This is an optimization exercise on Yosys and OpenROAD, whose aim is small area, a short achievable clock period and few clock cycles per item, not a production implementation. In this exercise RTL edits were held to simulation tests only and were not proved equivalent to the original.

==> design.v <==
`timescale 1ns/1ns
package sparse_cfg_pkg;
  localparam int LANES_DEF = 4;
  localparam int DATA_W_DEF = 8;
  localparam int ACC_W_DEF = 24;
  localparam int SHIFT_DEF = 4;
endpackage
`timescale 1ns/1ns
package ctrl_pkg;
  typedef enum logic [1:0] {
    IDLE  = 2'd0,
    ACCUM = 2'd1,
    DRAIN = 2'd2,
    HOLD  = 2'd3
  } ctrl_state_e;
  typedef enum logic [1:0] {
    MAC_HOLD  = 2'd0,
    MAC_START = 2'd1,
    MAC_ACC   = 2'd2,
    MAC_LAST  = 2'd3
  } mac_op_e;
endpackage
`timescale 1ns/1ns
module sparse_decoder #(
  parameter int LANES  = 4,
  parameter int DATA_W = 8
) (
  input  logic [LANES*DATA_W-1:0] act_packed,
  input  logic [LANES-1:0]        act_mask,
  output logic [LANES*DATA_W-1:0] lanes_d
);
  always_comb begin
    int idx;
    idx = 0;
    for (int i = 0; i < LANES; i++) begin
      lanes_d[i*DATA_W +: DATA_W] = '0;
      if (act_mask[i]) begin
        lanes_d[i*DATA_W +: DATA_W] = act_packed[idx*DATA_W +: DATA_W];
        idx = idx + 1;
      end
    end
  end
endmodule
`timescale 1ns/1ns
module mac_lanes #(
  parameter int LANES  = 4,
  parameter int DATA_W = 8,
  parameter int ACC_W  = 24
) (
  input  logic                    clk,
  input  logic [LANES*DATA_W-1:0] lanes_d,
  input  logic                    accept,
  input  logic                    weight_load,
  input  logic [LANES*DATA_W-1:0] weight_word,
  input  logic                    s1_en,
  input  logic                    acc_en,
  input  logic                    acc_clr,
  output logic [LANES*ACC_W-1:0]  acc_lanes
);
  localparam int NL = 5;
  logic [LANES*DATA_W-1:0] weight_q;
  logic [LANES*DATA_W-1:0] act_q;
  logic [NL-1:0]           lo_d  [LANES];
  logic [15:NL]            hs_d  [LANES];
  logic [15:NL]            hc_d  [LANES];
  logic [NL-1:0]           q_lo  [LANES];
  logic [15:NL]            q_hs  [LANES];
  logic [15:NL]            q_hc  [LANES];
  logic [ACC_W-1:0]        acc_q   [LANES];
  logic [ACC_W-1:0]        acc_sum [LANES];
  for (genvar i = 0; i < LANES; i++) begin : g_lane
    mul_tree mul (
      .a(act_q[i*DATA_W +: DATA_W]), .w(weight_q[i*DATA_W +: DATA_W]),
      .lo(lo_d[i]), .hi_s(hs_d[i]), .hi_c(hc_d[i])
    );
    acc_add add (
      .acc_in(acc_clr ? '0 : acc_q[i]),
      .lo(q_lo[i]), .hi_s(q_hs[i]), .hi_c(q_hc[i]), .sum(acc_sum[i])
    );
    assign acc_lanes[i*ACC_W +: ACC_W] = acc_q[i];
  end
  always_ff @(posedge clk) begin
    if (weight_load) begin
      weight_q <= weight_word;
    end
    if (accept) begin
      act_q <= lanes_d;
    end
    if (s1_en) begin
      for (int i = 0; i < LANES; i++) begin
        q_lo[i] <= lo_d[i];
        q_hs[i] <= hs_d[i];
        q_hc[i] <= hc_d[i];
      end
    end
    if (acc_en) begin
      for (int i = 0; i < LANES; i++) begin
        acc_q[i] <= acc_sum[i];
      end
    end
  end
endmodule
module mul_tree (
  input  logic [7:0]  a,
  input  logic [7:0]  w,
  output logic [4:0]  lo,       
  output logic [15:5] hi_s,     
  output logic [15:5] hi_c
);
  logic pp0_0;
  logic pp0_1;
  logic pp0_2;
  logic pp0_3;
  logic pp0_4;
  logic pp0_5;
  logic pp0_6;
  logic pp0_7;
  logic pp1_0;
  logic pp1_1;
  logic pp1_2;
  logic pp1_3;
  logic pp1_4;
  logic pp1_5;
  logic pp1_6;
  logic pp1_7;
  logic pp2_0;
  logic pp2_1;
  logic pp2_2;
  logic pp2_3;
  logic pp2_4;
  logic pp2_5;
  logic pp2_6;
  logic pp2_7;
  logic pp3_0;
  logic pp3_1;
  logic pp3_2;
  logic pp3_3;
  logic pp3_4;
  logic pp3_5;
  logic pp3_6;
  logic pp3_7;
  logic pp4_0;
  logic pp4_1;
  logic pp4_2;
  logic pp4_3;
  logic pp4_4;
  logic pp4_5;
  logic pp4_6;
  logic pp4_7;
  logic pp5_0;
  logic pp5_1;
  logic pp5_2;
  logic pp5_3;
  logic pp5_4;
  logic pp5_5;
  logic pp5_6;
  logic pp5_7;
  logic pp6_0;
  logic pp6_1;
  logic pp6_2;
  logic pp6_3;
  logic pp6_4;
  logic pp6_5;
  logic pp6_6;
  logic pp6_7;
  logic pp7_0;
  logic pp7_1;
  logic pp7_2;
  logic pp7_3;
  logic pp7_4;
  logic pp7_5;
  logic pp7_6;
  logic pp7_7;
  logic s1;
  logic c2;
  logic s3;
  logic c4;
  logic s5;
  logic c6;
  logic s7;
  logic c8;
  logic s9;
  logic c10;
  logic s11;
  logic c12;
  logic s13;
  logic c14;
  logic s15;
  logic c16;
  logic s17;
  logic c18;
  logic s19;
  logic c20;
  logic s21;
  logic c22;
  logic s23;
  logic c24;
  logic s25;
  logic c26;
  logic s27;
  logic c28;
  logic s29;
  logic c30;
  logic s31;
  logic c32;
  logic s33;
  logic c34;
  logic s35;
  logic c36;
  logic s37;
  logic c38;
  logic s39;
  logic c40;
  logic s41;
  logic c42;
  logic s43;
  logic c44;
  logic s45;
  logic c46;
  logic s47;
  logic c48;
  logic s49;
  logic c50;
  logic s51;
  logic c52;
  logic s53;
  logic c54;
  logic s55;
  logic c56;
  logic s57;
  logic c58;
  logic s59;
  logic c60;
  logic s61;
  logic c62;
  logic s63;
  logic c64;
  logic s65;
  logic c66;
  logic s67;
  logic c68;
  logic s69;
  logic c70;
  logic s71;
  logic c72;
  logic s73;
  logic c74;
  logic s75;
  logic c76;
  logic s77;
  logic c78;
  logic s79;
  logic c80;
  logic s81;
  logic c82;
  logic s83;
  logic c84;
  logic s85;
  logic c86;
  logic s87;
  logic c88;
  logic s89;
  logic c90;
  logic s91;
  logic c92;
  logic s93;
  logic c94;
  logic s95;
  logic c96;
  logic s97;
  logic c98;
  logic s99;
  logic c100;
  logic s101;
  logic c102;
  logic s103;
  logic c104;
  logic s105;
  logic c106;
  logic s107;
  logic c108;
  logic s109;
  logic c110;
  logic s111;
  logic c112;
  logic s113;
  logic c114;
  assign pp0_0 = a[0] & w[0];
  assign pp0_1 = a[1] & w[0];
  assign pp0_2 = a[2] & w[0];
  assign pp0_3 = a[3] & w[0];
  assign pp0_4 = a[4] & w[0];
  assign pp0_5 = a[5] & w[0];
  assign pp0_6 = a[6] & w[0];
  assign pp0_7 = a[7] & w[0];
  assign pp1_0 = a[0] & w[1];
  assign pp1_1 = a[1] & w[1];
  assign pp1_2 = a[2] & w[1];
  assign pp1_3 = a[3] & w[1];
  assign pp1_4 = a[4] & w[1];
  assign pp1_5 = a[5] & w[1];
  assign pp1_6 = a[6] & w[1];
  assign pp1_7 = a[7] & w[1];
  assign pp2_0 = a[0] & w[2];
  assign pp2_1 = a[1] & w[2];
  assign pp2_2 = a[2] & w[2];
  assign pp2_3 = a[3] & w[2];
  assign pp2_4 = a[4] & w[2];
  assign pp2_5 = a[5] & w[2];
  assign pp2_6 = a[6] & w[2];
  assign pp2_7 = a[7] & w[2];
  assign pp3_0 = a[0] & w[3];
  assign pp3_1 = a[1] & w[3];
  assign pp3_2 = a[2] & w[3];
  assign pp3_3 = a[3] & w[3];
  assign pp3_4 = a[4] & w[3];
  assign pp3_5 = a[5] & w[3];
  assign pp3_6 = a[6] & w[3];
  assign pp3_7 = a[7] & w[3];
  assign pp4_0 = a[0] & w[4];
  assign pp4_1 = a[1] & w[4];
  assign pp4_2 = a[2] & w[4];
  assign pp4_3 = a[3] & w[4];
  assign pp4_4 = a[4] & w[4];
  assign pp4_5 = a[5] & w[4];
  assign pp4_6 = a[6] & w[4];
  assign pp4_7 = a[7] & w[4];
  assign pp5_0 = a[0] & w[5];
  assign pp5_1 = a[1] & w[5];
  assign pp5_2 = a[2] & w[5];
  assign pp5_3 = a[3] & w[5];
  assign pp5_4 = a[4] & w[5];
  assign pp5_5 = a[5] & w[5];
  assign pp5_6 = a[6] & w[5];
  assign pp5_7 = a[7] & w[5];
  assign pp6_0 = a[0] & w[6];
  assign pp6_1 = a[1] & w[6];
  assign pp6_2 = a[2] & w[6];
  assign pp6_3 = a[3] & w[6];
  assign pp6_4 = a[4] & w[6];
  assign pp6_5 = a[5] & w[6];
  assign pp6_6 = a[6] & w[6];
  assign pp6_7 = a[7] & w[6];
  assign pp7_0 = ~(a[0] & w[7]);
  assign pp7_1 = ~(a[1] & w[7]);
  assign pp7_2 = ~(a[2] & w[7]);
  assign pp7_3 = ~(a[3] & w[7]);
  assign pp7_4 = ~(a[4] & w[7]);
  assign pp7_5 = ~(a[5] & w[7]);
  assign pp7_6 = ~(a[6] & w[7]);
  assign pp7_7 = ~(a[7] & w[7]);
  assign s1 = pp0_6 ^ pp1_5;
  assign c2 = pp0_6 & pp1_5;
  assign s3 = pp0_7 ^ pp1_6 ^ pp2_5;
  assign c4 = (pp0_7 & pp1_6) | (pp0_7 & pp2_5) | (pp1_6 & pp2_5);
  assign s5 = pp3_4 ^ pp4_3 ^ pp5_2;
  assign c6 = (pp3_4 & pp4_3) | (pp3_4 & pp5_2) | (pp4_3 & pp5_2);
  assign s7 = pp1_7 ^ pp2_6 ^ pp3_5;
  assign c8 = (pp1_7 & pp2_6) | (pp1_7 & pp3_5) | (pp2_6 & pp3_5);
  assign s9 = pp4_4 ^ pp5_3;
  assign c10 = pp4_4 & pp5_3;
  assign s11 = pp2_7 ^ pp3_6 ^ pp4_5;
  assign c12 = (pp2_7 & pp3_6) | (pp2_7 & pp4_5) | (pp3_6 & pp4_5);
  assign s13 = pp0_4 ^ pp1_3;
  assign c14 = pp0_4 & pp1_3;
  assign s15 = pp0_5 ^ pp1_4 ^ pp2_3;
  assign c16 = (pp0_5 & pp1_4) | (pp0_5 & pp2_3) | (pp1_4 & pp2_3);
  assign s17 = pp3_2 ^ pp4_1;
  assign c18 = pp3_2 & pp4_1;
  assign s19 = pp2_4 ^ pp3_3 ^ pp4_2;
  assign c20 = (pp2_4 & pp3_3) | (pp2_4 & pp4_2) | (pp3_3 & pp4_2);
  assign s21 = pp5_1 ^ pp6_0 ^ s1;
  assign c22 = (pp5_1 & pp6_0) | (pp5_1 & s1) | (pp6_0 & s1);
  assign s23 = pp6_1 ^ pp7_0 ^ 1'b1;
  assign c24 = (pp6_1 & pp7_0) | (pp6_1 & 1'b1) | (pp7_0 & 1'b1);
  assign s25 = c2 ^ s3 ^ s5;
  assign c26 = (c2 & s3) | (c2 & s5) | (s3 & s5);
  assign s27 = pp6_2 ^ pp7_1 ^ s9;
  assign c28 = (pp6_2 & pp7_1) | (pp6_2 & s9) | (pp7_1 & s9);
  assign s29 = c4 ^ c6 ^ s7;
  assign c30 = (c4 & c6) | (c4 & s7) | (c6 & s7);
  assign s31 = pp5_4 ^ pp6_3 ^ pp7_2;
  assign c32 = (pp5_4 & pp6_3) | (pp5_4 & pp7_2) | (pp6_3 & pp7_2);
  assign s33 = c10 ^ c8 ^ s11;
  assign c34 = (c10 & c8) | (c10 & s11) | (c8 & s11);
  assign s35 = pp3_7 ^ pp4_6 ^ pp5_5;
  assign c36 = (pp3_7 & pp4_6) | (pp3_7 & pp5_5) | (pp4_6 & pp5_5);
  assign s37 = pp6_4 ^ pp7_3 ^ c12;
  assign c38 = (pp6_4 & pp7_3) | (pp6_4 & c12) | (pp7_3 & c12);
  assign s39 = pp4_7 ^ pp5_6 ^ pp6_5;
  assign c40 = (pp4_7 & pp5_6) | (pp4_7 & pp6_5) | (pp5_6 & pp6_5);
  assign s41 = pp0_3 ^ pp1_2;
  assign c42 = pp0_3 & pp1_2;
  assign s43 = pp2_2 ^ pp3_1 ^ pp4_0;
  assign c44 = (pp2_2 & pp3_1) | (pp2_2 & pp4_0) | (pp3_1 & pp4_0);
  assign s45 = pp5_0 ^ c14 ^ s17;
  assign c46 = (pp5_0 & c14) | (pp5_0 & s17) | (c14 & s17);
  assign s47 = c18 ^ c16 ^ s19;
  assign c48 = (c18 & c16) | (c18 & s19) | (c16 & s19);
  assign s49 = c20 ^ s23 ^ c22;
  assign c50 = (c20 & s23) | (c20 & c22) | (s23 & c22);
  assign s51 = c24 ^ s27 ^ c26;
  assign c52 = (c24 & s27) | (c24 & c26) | (s27 & c26);
  assign s53 = s31 ^ c28 ^ c30;
  assign c54 = (s31 & c28) | (s31 & c30) | (c28 & c30);
  assign s55 = c32 ^ s35 ^ c34;
  assign c56 = (c32 & s35) | (c32 & c34) | (s35 & c34);
  assign s57 = pp7_4 ^ c36 ^ s39;
  assign c58 = (pp7_4 & c36) | (pp7_4 & s39) | (c36 & s39);
  assign s59 = pp5_7 ^ pp6_6 ^ pp7_5;
  assign c60 = (pp5_7 & pp6_6) | (pp5_7 & pp7_5) | (pp6_6 & pp7_5);
  assign s61 = pp0_2 ^ pp1_1;
  assign c62 = pp0_2 & pp1_1;
  assign s63 = pp2_1 ^ pp3_0 ^ s41;
  assign c64 = (pp2_1 & pp3_0) | (pp2_1 & s41) | (pp3_0 & s41);
  assign s65 = c42 ^ s13 ^ s43;
  assign c66 = (c42 & s13) | (c42 & s43) | (s13 & s43);
  assign s67 = c44 ^ s15 ^ s45;
  assign c68 = (c44 & s15) | (c44 & s45) | (s15 & s45);
  assign s69 = c46 ^ s21 ^ s47;
  assign c70 = (c46 & s21) | (c46 & s47) | (s21 & s47);
  assign s71 = c48 ^ s25 ^ s49;
  assign c72 = (c48 & s25) | (c48 & s49) | (s25 & s49);
  assign s73 = s29 ^ c50 ^ s51;
  assign c74 = (s29 & c50) | (s29 & s51) | (c50 & s51);
  assign s75 = s33 ^ c52 ^ s53;
  assign c76 = (s33 & c52) | (s33 & s53) | (c52 & s53);
  assign s77 = s37 ^ c54 ^ s55;
  assign c78 = (s37 & c54) | (s37 & s55) | (c54 & s55);
  assign s79 = c38 ^ s57 ^ c56;
  assign c80 = (c38 & s57) | (c38 & c56) | (s57 & c56);
  assign s81 = c40 ^ s59 ^ c58;
  assign c82 = (c40 & s59) | (c40 & c58) | (s59 & c58);
  assign s83 = pp6_7 ^ pp7_6 ^ c60;
  assign c84 = (pp6_7 & pp7_6) | (pp6_7 & c60) | (pp7_6 & c60);
  assign s85 = pp0_1 ^ pp1_0;
  assign c86 = pp0_1 & pp1_0;
  assign s87 = pp2_0 ^ s61 ^ c86;
  assign c88 = (pp2_0 & s61) | (pp2_0 & c86) | (s61 & c86);
  assign s89 = c62 ^ s63 ^ c88;
  assign c90 = (c62 & s63) | (c62 & c88) | (s63 & c88);
  assign s91 = c64 ^ s65 ^ c90;
  assign c92 = (c64 & s65) | (c64 & c90) | (s65 & c90);
  assign s93 = c66 ^ s67 ^ c92;
  assign c94 = (c66 & s67) | (c66 & c92) | (s67 & c92);
  assign s95 = c66 ^ s67;
  assign c96 = c66 & s67;
  assign s97 = c68 ^ s69;
  assign c98 = c68 & s69;
  assign s99 = c70 ^ s71;
  assign c100 = c70 & s71;
  assign s101 = c72 ^ s73;
  assign c102 = c72 & s73;
  assign s103 = c74 ^ s75;
  assign c104 = c74 & s75;
  assign s105 = c76 ^ s77;
  assign c106 = c76 & s77;
  assign s107 = c78 ^ s79;
  assign c108 = c78 & s79;
  assign s109 = s81 ^ c80;
  assign c110 = s81 & c80;
  assign s111 = s83 ^ c82;
  assign c112 = s83 & c82;
  assign s113 = pp7_7 ^ c84;
  assign c114 = pp7_7 & c84;
  assign lo = {s91, s89, s87, s85, pp0_0};
  assign hi_s = {c114, c112, c110, c108, c106, c104, c102, c100, c98, c96, c92};
  assign hi_c = {1'b0, s113, s111, s109, s107, s105, s103, s101, s99, s97, s95};
endmodule
module acc_add (
  input  logic [23:0] acc_in,
  input  logic [4:0]  lo,
  input  logic [15:5] hi_s,
  input  logic [15:5] hi_c,
  output logic [23:0] sum
);
  logic s1;
  logic c2;
  logic s3;
  logic c4;
  logic s5;
  logic c6;
  logic s7;
  logic c8;
  logic s9;
  logic c10;
  logic s11;
  logic c12;
  logic s13;
  logic c14;
  logic s15;
  logic c16;
  logic s17;
  logic c18;
  logic s19;
  logic c20;
  logic s21;
  logic c22;
  logic s23;
  logic c24;
  logic s25;
  logic c26;
  logic s27;
  logic c28;
  logic s29;
  logic c30;
  logic s31;
  logic c32;
  logic s33;
  logic c34;
  logic s35;
  logic c36;
  logic s37;
  logic c38;
  logic s39;
  logic c40;
  logic [23:0] row_a, row_b;
  assign s1 = acc_in[15] ^ hi_s[15];
  assign c2 = acc_in[15] & hi_s[15];
  assign s3 = acc_in[5] ^ hi_s[5];
  assign c4 = acc_in[5] & hi_s[5];
  assign s5 = acc_in[6] ^ hi_s[6] ^ hi_c[6];
  assign c6 = (acc_in[6] & hi_s[6]) | (acc_in[6] & hi_c[6]) | (hi_s[6] & hi_c[6]);
  assign s7 = acc_in[7] ^ hi_s[7] ^ hi_c[7];
  assign c8 = (acc_in[7] & hi_s[7]) | (acc_in[7] & hi_c[7]) | (hi_s[7] & hi_c[7]);
  assign s9 = acc_in[8] ^ hi_s[8] ^ hi_c[8];
  assign c10 = (acc_in[8] & hi_s[8]) | (acc_in[8] & hi_c[8]) | (hi_s[8] & hi_c[8]);
  assign s11 = acc_in[9] ^ hi_s[9] ^ hi_c[9];
  assign c12 = (acc_in[9] & hi_s[9]) | (acc_in[9] & hi_c[9]) | (hi_s[9] & hi_c[9]);
  assign s13 = acc_in[10] ^ hi_s[10] ^ hi_c[10];
  assign c14 = (acc_in[10] & hi_s[10]) | (acc_in[10] & hi_c[10]) | (hi_s[10] & hi_c[10]);
  assign s15 = acc_in[11] ^ hi_s[11] ^ hi_c[11];
  assign c16 = (acc_in[11] & hi_s[11]) | (acc_in[11] & hi_c[11]) | (hi_s[11] & hi_c[11]);
  assign s17 = acc_in[12] ^ hi_s[12] ^ hi_c[12];
  assign c18 = (acc_in[12] & hi_s[12]) | (acc_in[12] & hi_c[12]) | (hi_s[12] & hi_c[12]);
  assign s19 = acc_in[13] ^ hi_s[13] ^ hi_c[13];
  assign c20 = (acc_in[13] & hi_s[13]) | (acc_in[13] & hi_c[13]) | (hi_s[13] & hi_c[13]);
  assign s21 = acc_in[14] ^ hi_s[14] ^ hi_c[14];
  assign c22 = (acc_in[14] & hi_s[14]) | (acc_in[14] & hi_c[14]) | (hi_s[14] & hi_c[14]);
  assign s23 = hi_c[15] ^ 1'b1 ^ s1;
  assign c24 = (hi_c[15] & 1'b1) | (hi_c[15] & s1) | (1'b1 & s1);
  assign s25 = acc_in[16] ^ 1'b1 ^ c2;
  assign c26 = (acc_in[16] & 1'b1) | (acc_in[16] & c2) | (1'b1 & c2);
  assign s27 = acc_in[17] ^ 1'b1;
  assign c28 = acc_in[17] & 1'b1;
  assign s29 = acc_in[18] ^ 1'b1;
  assign c30 = acc_in[18] & 1'b1;
  assign s31 = acc_in[19] ^ 1'b1;
  assign c32 = acc_in[19] & 1'b1;
  assign s33 = acc_in[20] ^ 1'b1;
  assign c34 = acc_in[20] & 1'b1;
  assign s35 = acc_in[21] ^ 1'b1;
  assign c36 = acc_in[21] & 1'b1;
  assign s37 = acc_in[22] ^ 1'b1;
  assign c38 = acc_in[22] & 1'b1;
  assign s39 = acc_in[23] ^ 1'b1;
  assign c40 = acc_in[23] & 1'b1;
  assign row_a = {c38, c36, c34, c32, c30, c28, c26, c24, c22, c20, c18, c16, c14, c12, c10, c8, c6, c4, hi_c[5], acc_in[4], acc_in[3], acc_in[2], acc_in[1], acc_in[0]};
  assign row_b = {s39, s37, s35, s33, s31, s29, s27, s25, s23, s21, s19, s17, s15, s13, s11, s9, s7, s5, s3, lo[4], lo[3], lo[2], lo[1], lo[0]};
  assign sum = row_a + row_b;
endmodule
`timescale 1ns/1ns
module result_encoder #(
  parameter int LANES     = 4,
  parameter int DATA_W    = 8,
  parameter int ACC_W     = 24,
  parameter int OUT_SHIFT = 4
) (
  input  logic                    clk,
  input  logic [LANES*ACC_W-1:0]  acc_lanes,
  input  logic                    out_load,
  output logic [LANES*DATA_W-1:0] out_packed,
  output logic [LANES-1:0]        out_mask
);
  logic [LANES*DATA_W-1:0] packed_d;
  logic [LANES-1:0]        mask_d;
  function automatic int ones(input int m);
    ones = 0;
    for (int b = 0; b < LANES; b++) begin
      ones = ones + ((m >> b) & 1);
    end
  endfunction
  logic [DATA_W-1:0] q  [LANES];
  logic [LANES-1:0]  nz;
  always_comb begin
    for (int i = 0; i < LANES; i++) begin
      logic [ACC_W-1:0] a;
      logic             neg, ovf;
      a     = acc_lanes[i*ACC_W +: ACC_W];
      neg   = a[ACC_W-1];
      ovf   = |a[ACC_W-2:OUT_SHIFT+DATA_W];
      q[i]  = (a[OUT_SHIFT +: DATA_W] | {DATA_W{ovf}}) & {DATA_W{!neg}};
      nz[i] = !neg && (ovf || (|a[OUT_SHIFT +: DATA_W]));
    end
  end
  always_comb begin
    logic [LANES-1:0] sel [LANES];    
    for (int k = 0; k < LANES; k++) begin
      sel[k] = '0;
    end
    for (int j = 0; j < LANES; j++) begin
      for (int m = 0; m < (1 << j); m++) begin
        if ((nz & LANES'((1 << j) - 1)) == LANES'(m)) begin
          sel[ones(m)][j] = 1'b1;
        end
      end
    end
    for (int k = 0; k < LANES; k++) begin
      packed_d[k*DATA_W +: DATA_W] = '0;
      for (int j = k; j < LANES; j++) begin
        packed_d[k*DATA_W +: DATA_W] = packed_d[k*DATA_W +: DATA_W] | (q[j] & {DATA_W{sel[k][j]}});
      end
    end
    mask_d = nz;
  end
  always_ff @(posedge clk) begin
    if (out_load) begin
      out_packed <= packed_d;
      out_mask   <= mask_d;
    end
  end
endmodule
`timescale 1ns/1ns
module flow_controller (
  input  logic clk,
  input  logic rst_n,
  input  logic weights_valid,
  output logic weights_ready,
  input  logic act_valid,
  input  logic act_last,
  output logic act_ready,
  output logic out_valid,
  input  logic out_ready,
  output logic accept,       
  output logic weight_load,
  output logic s1_en,        
  output logic acc_en,       
  output logic acc_clr,      
  output logic out_load      
);
  logic in_group;
  logic v0, last0, first0;
  logic v1, last1, first1;
  logic pend;
  logic stall;
  logic v0_n, v1_n, pend_n, out_valid_n, in_group_n, act_ready_n, first1_n, acc_en_n;
  assign accept      = act_valid && act_ready;
  assign weight_load = weights_valid && weights_ready;
  assign stall    = pend && out_valid;
  assign s1_en    = !stall;
  assign out_load = pend && !stall;
  always_comb begin
    in_group_n  = accept ? !act_last : in_group;
    v0_n        = accept || (v0 && stall);
    v1_n        = stall ? v1 : v0;
    pend_n      = stall ? pend : (v1 && last1);
    out_valid_n = out_load || (out_valid && !out_ready);
    act_ready_n = !(v0_n && pend_n && out_valid_n);
    first1_n    = stall ? first1 : first0;
    acc_en_n    = v1_n && !(pend_n && out_valid_n);
  end
  always_ff @(posedge clk or negedge rst_n) begin
    if (!rst_n) begin
      in_group      <= 1'b0;
      v0            <= 1'b0;
      v1            <= 1'b0;
      pend          <= 1'b0;
      out_valid     <= 1'b0;
      act_ready     <= 1'b0;
      weights_ready <= 1'b0;
      acc_en        <= 1'b0;
      acc_clr       <= 1'b0;
    end else begin
      in_group      <= in_group_n;
      v0            <= v0_n;
      v1            <= v1_n;
      pend          <= pend_n;
      out_valid     <= out_valid_n;
      act_ready     <= act_ready_n;
      weights_ready <= act_ready_n && !in_group_n;
      acc_en        <= acc_en_n;
      acc_clr       <= acc_en_n && first1_n;
    end
  end
  always_ff @(posedge clk) begin
    if (accept) begin
      last0  <= act_last;
      first0 <= !in_group;
    end
    if (s1_en) begin
      last1  <= last0;
      first1 <= first0;
    end
  end
endmodule
`timescale 1ns/1ns
module sparse_top #(
  parameter int LANES     = sparse_cfg_pkg::LANES_DEF,
  parameter int DATA_W    = sparse_cfg_pkg::DATA_W_DEF,
  parameter int ACC_W     = sparse_cfg_pkg::ACC_W_DEF,
  parameter int OUT_SHIFT = sparse_cfg_pkg::SHIFT_DEF
) (
  input  logic                    clk,
  input  logic                    rst_n,
  input  logic [LANES*DATA_W-1:0] weights_in,
  input  logic                    weights_valid,
  output logic                    weights_ready,
  input  logic [LANES*DATA_W-1:0] act_packed,
  input  logic [LANES-1:0]        act_mask,
  input  logic                    act_last,
  input  logic                    act_valid,
  output logic                    act_ready,
  output logic [LANES*DATA_W-1:0] out_packed,
  output logic [LANES-1:0]        out_mask,
  output logic                    out_valid,
  input  logic                    out_ready
);
  logic [LANES*DATA_W-1:0] lanes_d;
  logic [LANES*ACC_W-1:0]  acc_lanes;
  logic accept, weight_load, s1_en, acc_en, acc_clr, out_load;
  flow_controller controller (
    .clk(clk), .rst_n(rst_n),
    .weights_valid(weights_valid), .weights_ready(weights_ready),
    .act_valid(act_valid), .act_last(act_last), .act_ready(act_ready),
    .out_valid(out_valid), .out_ready(out_ready),
    .accept(accept), .weight_load(weight_load),
    .s1_en(s1_en), .acc_en(acc_en), .acc_clr(acc_clr), .out_load(out_load)
  );
  sparse_decoder #(.LANES(LANES), .DATA_W(DATA_W)) decoder (
    .act_packed(act_packed), .act_mask(act_mask), .lanes_d(lanes_d)
  );
  mac_lanes #(.LANES(LANES), .DATA_W(DATA_W), .ACC_W(ACC_W)) mac (
    .clk(clk),
    .lanes_d(lanes_d), .accept(accept),
    .weight_load(weight_load), .weight_word(weights_in),
    .s1_en(s1_en), .acc_en(acc_en), .acc_clr(acc_clr), .acc_lanes(acc_lanes)
  );
  result_encoder #(
    .LANES(LANES), .DATA_W(DATA_W), .ACC_W(ACC_W), .OUT_SHIFT(OUT_SHIFT)
  ) encoder (
    .clk(clk),
    .acc_lanes(acc_lanes), .out_load(out_load),
    .out_packed(out_packed), .out_mask(out_mask)
  );
endmodule
==> run.sh <==
#!/bin/bash
# synth_recipe.tcl (not shown) runs the flow's synth.tcl, then flattens the netlist and writes it again
# the make line also repeats each setting of config.mk as NAME=value (left out here)
make -C /OpenROAD-flow-scripts/flow DESIGN_CONFIG=/design/flow/config.mk WORK_HOME=/design/flow/orfs CLKGATE_MAP_FILE= SYNTH_SCRIPT=/design/flow/synth_recipe.tcl finish
==> config.mk <==
export PLATFORM = sky130hd
export DESIGN_NAME = sparse_top
export DESIGN_NICKNAME = sparse_top
export VERILOG_FILES = /design/flow/design.v
export SDC_FILE = /design/flow/constraint.sdc
export NUM_CORES = 4
export LEC_CHECK = 0
export ABC_AREA = 1
export CAP_MARGIN = 20
export CORE_MARGIN = 2
export CORE_UTILIZATION = 55
export CTS_CLUSTER_SIZE = 20
export SETUP_SLACK_MARGIN = 4
export SLEW_MARGIN = 20
==> constraint.sdc <==
create_clock -name core_clock -period 7.0 [get_ports {clk}]
set_input_delay 1.4000 -clock core_clock [delete_from_list [all_inputs] [get_ports {clk}]]
set_output_delay 1.4000 -clock core_clock [all_outputs]
set_load 0.01 [all_outputs]
==> run notes <==
-- timing repair --
| item | 4_1_cts | 5_1_grt |
|---|---|---|
| setup endpoints to repair | 115 | 115 |
| cloned | 2 | 3 |
| resized for setup | 71 | 238 |
| pin swaps | 30 | 57 |
| buffers inserted | 65 | 26 |
-- flip-flops by register name (all words and copies together), names as in the netlist, 4 cells and up --
| name | flops |
|---|---|
| mac.q_hs | 44 |
| mac.q_lo | 20 |
| encoder.out_packed | 32 |
| encoder.out_mask | 4 |
| mac.weight_q | 32 |
| mac.acc_q | 96 |
| mac.q_hc | 40 |
| mac.act_q | 32 |
-- cells by family (layout without fill, tap and decap cells) --
logic type                 Yosys count  count (layout)  share of synthesized area, %
DFF                                313             313                          34.7
buffers and inverters             1073            1267                          15.1
and+or+nand+nor                   1526            1526                          22.9
adders and majority gates          374             374                          22.7
xor gates and xnor gates            49              49                          1.59
AOI/OAI and AO/OA                  147             147                          2.94
-- critical path, delay by kind of cell, from the launching register on --
| kind | cells | cell delay (ps) |
|---|---|---|
| fa+ha+maj | 5 | 2060 |
| buf+inv | 3 | 150 |
| simple gates | 1 | 110 |
| flops | 1 | 560 |
-- per-layer routing --
metal	track usage, %	up-vias	share of wire (%)
met2	42.0	712	44
li1	-	10700	-
met3	4.26	130	6.4
met5	0	-	0.019
met1	40.2	10100	47
met4	8.61	2	2.9
-- cell usage in the layout (no fill, tap or decap), drive strengths merged --
cell type and count:
clkbuf 45, nor4 1, buf 100, nor2 233, dfrtp 9, ha 182
clkinv 19, or2 6, dlymetal6s2s 1, nand3b 8, bufinv 6, fa 192
edfxtp 303, o21bai 2, inv 982, clkinvlp 4, nand3 172, o31ai 1
and2 10, nor3 8, a21o 4, o211ai 12, nand2 1064, a21oi 94
xor2 48, xnor2 1, o21ai 34, nand4 24, dfxtp 1, clkdlybuf4s50 110
-- layout make-up --
type	count	area (µm²)	area share [%]
multi-input combinational	2096	14400	45.5
timing repair buffer	213	2030	6.43
inverter	983	3720	11.8
sequential	313	9350	29.6
clock buffer	43	991	3.14
timing repair inverter	2	36.3	0.115
tap	622	778	2.46
clock inverter	26	319	1.01
-- final timing paths --
| kind | cells after the start | start | slack, ps | end |
|---|---|---|---|---|
| setup reg to reg | 9 | mac.act_q[22] | 3860 | mac.q_hc[2][8] |
| hold / removal | 0 | controller.last0 | 430 | controller.last1 |
| setup / recovery | 9 | mac.act_q[22] | 3860 | mac.q_hc[2][8] |
| hold reg to reg | 0 | controller.last0 | 430 | controller.last1 |
| min in group asynchronous | 1 | rst_n | 1140 | controller.out_valid |
| max in group asynchronous | 1 | rst_n | 5530 | controller.acc_en |
-- stage by stage --
stage	instance area, µm²	cells	hold WS (ps)
finish	31600	4298	426
global route	31600	4298	434
CTS	30500	4269	434
detailed placement	28500	4133	422
global placement	28500	4133	403
floorplan	27000	3482	400
==> run notes <==
crit path max fanout=5; required time worst endpoint=7320 ps; Placer Congestion=0.960; layout cells sized above 1=11.4%; critical path's slowest cell=edfxtp_1; Setup crit start kind=flip-flop; final worst slack=3860 ps; count leader, synth=nand2_1; routed vias=21600; final max-slew violation count=0; Starting Density=55.3%; Max clock buf depth=3; CP max stage delay=560 ps; Distinct cells, synth=41; Post-synth top flop=edfxtp_1; Iteration-0 DRC Markers=2038; f_max=319 MHz; crit path DAT=3450 ps; Worst Max-Slew Pin Slew=872 ps; Crit. End Element=flip-flop; Max-Cap Viols=0; CTS clk-pin slew, worst paths=60 ps; gr usage total=27.4%; largest net degree at the start of global routing=70; clk sinks=313; Die W=225 µm; global-route wire length before repair=109000 µm; DRC violations left=0; Root Buffer=clkbuf_16; hpwl dp=52000 µm; DRT Pass-1 Iters=6; filler cell count=4130; Synth top area share=33.8%; clock latency (worst-skew pair)=560 ps; port bufs=112; Die ar.=50700 µm²; sequential area share after synthesis=34.7%; unrepaired setup endpoints after global routing=yes; Cell Chain, Critical Path=nand2_2, fa_1, inv_2, fa_2, inv_2, fa_1, fa_1, inv_1, ha_2; cts hold-fix bufs=0; final worst-path cycle share=44.8%; most used cell, CP=fa_1; floorplan core area=48600 µm²; final WL=69500 µm; # IOs=113; Yosys reg bits=313; via/cell ratio=5.03; Slew headroom=41.9%; antenna cell count=0; # rows=81; final setup fails=0; vias in the first global route=21100; ys async rst share=2.88%; layout net count=4095; synth warn=18; chip height=225 µm; Mapped Cells=3482; Net Count, Synth=3930; top cell type by total area after synthesis=edfxtp_1; hold violation count in the final report=0; CTS buffer count=38; htree depth=2; minimum clock period=3140 ps; Setup TNS=0 ps; pre-CTS worst setup slack=2640 ps; post-route ant nets=0; final core utilization=64.9%; Crit Path Class=reg -> reg; DR WL/cell=16.2 µm; Hold WC Path Type=reg -> reg; clock skew=14.9 ps; post-synthesis cell area=26900 µm²; area growth from synthesis to layout=17.3%; remaining global-route overflow=0; CTS tree=done; status=complete, no violations; initial antenna violation count=1; EDFF count, synth=303; Mean Syn Cell Area=7.73 µm²; Synth top cells by count=nand2_1, inv_1, edfxtp_1, nor2_1, fa_1; Synth area leaders=edfxtp_1, nand2_1, fa_1
Testbench counts, summed over its fixed seeds: cycles 11,168, groups 2,400.

==> port drivers added, routing unchanged <==
How much do the figures lean on ideal ports? The routed layout below was timed once more, with nothing changed but the port constraints.
Step 1 (the two cells are an assumption about what drives the block):
set clk [get_ports {clk}]
set_driving_cell -lib_cell sky130_fd_sc_hd__clkbuf_16 $clk
set_driving_cell -lib_cell sky130_fd_sc_hd__buf_2 [delete_from_list [all_inputs] $clk]
Step 2 adds t to the input delays and takes it off the output delays; t is the mean of the earliest and latest rising clock arrival at the registers after step 1. Input paths then give back, and output paths get back, about the clock's delay inside the block.
Three values: ideal ports, drivers, drivers and shift; two values: the first two.
t (ns): 0.616
setup WS [ns]: 3.862 / 3.862 / 3.679
slew at the worst register clock pin (ns): 0.07 / 0.07
After both steps setup and hold are still met in this run. For this run, drivers alone change the setup slack by 0.000 ns; drivers and shift together by -0.183 ns.
